This is an optimization exercise on Yosys and OpenROAD, whose aim is small area, not a production implementation.
Function was checked by simulation only, so behaviour that the tests miss may differ from the original.
Power and IR drop assume default switching activity.

## harmonic_comb_energy
module harmonic_comb_energy #(
    parameter int NUM_HARMONICS = hce_pkg::DEF_NUM_HARMONICS,
    parameter int MAX_BINS      = hce_pkg::DEF_MAX_BINS
) (
    input  logic                              i_clk,
    input  logic                              i_rst_n,
    input  logic                              i_s_tvalid,
    output logic                              o_s_tready,
    input  logic [hce_pkg::S_TDATA_W-1:0]     i_s_tdata,
    input  logic                              i_s_tlast,
    output logic                              o_m_tvalid,
    input  logic                              i_m_tready,
    output logic [hce_pkg::M_TDATA_W-1:0]     o_m_tdata,
    input  logic                              i_cfg_we,
    input  logic [hce_pkg::CFG_IDX_W-1:0]     i_cfg_idx,
    input  logic [hce_pkg::CFG_DATA_W-1:0]    i_cfg_data
);
Size in the first run: about 3100 cells after synthesis, roughly 0.024 mm2 of cells after synthesis.
clock: 10.0 ns
lec_check: 0
abc_area: 1
cap_margin: 20
core_margin: 2
core_utilization: 40
slew_margin: 20
standard.sh (not shown) runs the stock make flow with config.mk's settings and CLKGATE_MAP_FILE= SYNTH_SCRIPT=/design/flow/synth_recipe.tcl, a recipe that flattens the netlist after the stock synthesis.
==> flow/flow/run.sh <==
#!/bin/bash
# Standard layout, with the port buffers made from the smallest buffer cell.
set -e
export BUFFER_PORTS_ARGS="-buffer_cell sky130_fd_sc_hd__buf_1"
bash standard.sh finish > standard.log 2>&1
Rerun with:
--- a/flow/design.v
+++ b/flow/design.v
@@ -184,27 +184,27 @@
     assign p_big = (r_k[5]  & r_w[23])          | (r_k[6]  & (|r_w[23:22])) |
                    (r_k[7]  & (|r_w[23:21]))    | (r_k[8]  & (|r_w[23:20])) |
                    (r_k[9]  & (|r_w[23:19]))    | (r_k[10] & (|r_w[23:18]));
     logic [XW-1:0] op_a, op_b, op_c;
     logic          ci_b, ci_c;      
     logic [XW-1:0] rs, rc, row;
     always_comb begin
         rs = op_a ^ op_b ^ op_c;
         rc = ((op_a & op_b) | (op_a & op_c) | (op_b & op_c)) << 1;
         rc[0] = ci_b;
     end
-    hce_csel #(.N(XW), .B(5)) u_row (.a(rs), .b(rc), .cin(ci_c), .s(row), .cout());
+    hce_csel #(.N(XW), .B(6)) u_row (.a(rs), .b(rc), .cin(ci_c), .s(row), .cout());
     logic [XW-1:0] drow, d_b;
     logic          y_neg, y_zero;
     assign d_b = x_neg ? f64 : ~f64;
-    hce_csel #(.N(XW), .B(7)) u_drow (.a(r_x << 1), .b(d_b), .cin(!x_neg), .s(drow), .cout());
+    hce_csel #(.N(XW), .B(6)) u_drow (.a(r_x << 1), .b(d_b), .cin(!x_neg), .s(drow), .cout());
     assign y_neg  = drow[XW-1];
     assign y_zero = (drow == '0);
     logic [XW-1:0] x_next;
     logic [4:0]    h_next;
     logic [2:0]    ec_next;
     logic          ovf_next, z_next, hit_next;
     always_comb begin
         op_a = r_x; op_b = ~w2; ci_b = 1'b1; op_c = '0; ci_c = 1'b0;
         x_next = r_x; h_next = r_h; ec_next = r_ec; ovf_next = r_ovf; z_next = r_z; hit_next = r_hit;
         if (r_ec != 3'd0) begin
             ec_next = r_ec + 3'd1;
Effect:
- worst hold slack gets better by 0.0067 ns
- non-clock buffer count decreases by 6
- first-iteration DRC count came out higher by 5.1%
- worst setup slack improved by 0.13 ns
- power goes down by 3.6%
- synthesized cell count came out higher by 1.1%
- register-to-register slack is better by 0.13 ns
- via count rises by 0.71%
- final area is higher by 0.61%
- combinational power goes down by 8.1%
- core utilization rose by 0.10 points
- sequential share of layout area is lower by 0.14 points

---

Starting RTL as in the previous note.
Settings: LEC_CHECK=0, ABC_AREA=1, CAP_MARGIN=20, CORE_MARGIN=2, CORE_UTILIZATION=40, CTS_CLUSTER_DIAMETER=80, CTS_CLUSTER_SIZE=20, SLEW_MARGIN=20; clock period 10.0 ns.
Scripts as last shown in full above: flow/flow/run.sh
Edit:
--- a/flow/design.v
+++ b/flow/design.v
@@ -236,13 +236,13 @@
                 end else begin
                     h_next = ({r_h[3:0], !y_neg} == 5'd31) ? 5'd31 : {r_h[3:0], !y_neg} + 5'd1;
                     hit_next = (y_zero || r_z || x_zero) && ({r_h[3:0], !y_neg} != 5'd0) &&
                                ({r_h[3:0], !y_neg} != 5'd31);
                 end
             end
-        end else if (jv) begin
+        end else if (jv && (jlast || r_k != 11'd2047)) begin
             hit_next = 1'b0;
         end
         if (r_ec == 3'd0 && jv && !jlast) begin
             if (r_k == '0) begin
                 h_next = 5'd1;
                 if (r_mode) begin op_a = f2;  op_b = ~w2; ci_b = 1'b1; op_c = ~w1; ci_c = 1'b1; end
Routed wire length grows by 7.8%.
Worst setup slack gets worse by 0.025 ns.
Clock-buffer cell count shrinks by 1.
Design area shrinks by 0.83%.
Die area hardly moves.
Power shrinks by 1.7%.
Utilization shrinks by 0.37 points.
Final cell count shrinks by 1.4%.
Clock power grows by about 4%.
Via count grows by 0.52%.
Non-clock buffer count shrinks by 29.

## port drivers added, routing unchanged
How much do the figures lean on ideal ports? The routed layouts below were timed once more, with nothing changed but the port constraints.
Step 1 assumes that a clkbuf_16 drives the clock port and a buf_2 every other input.
Step 2 adds t to the input delays and takes it off the output delays; t is the mean of the earliest and latest rising clock arrival at the registers after step 1. Input paths then give back, and output paths get back, about the clock's delay inside the block.
Three values: ideal ports, drivers, drivers and shift; two values: the first two.
| run | t, ns | setup slack, ns | worst slew at a driven data input, ns | cell pins on the clock port's net |
|---|---|---|---|---|
| the first run of note 1 | 0.674 | 0.459 / 0.459 / 0.459 | 0.07 | 1 |
| the second run of note 1 | 0.678 | 0.586 / 0.586 / 0.586 | 0.06 | 1 |
| the first run of note 2 | 0.640 | 0.469 / 0.469 / 0.469 | 0.07 | 1 |
| the second run of note 2 | 0.639 | 0.444 / 0.444 / 0.444 | 0.06 | 1 |
After both steps setup and hold are still met in every run listed.
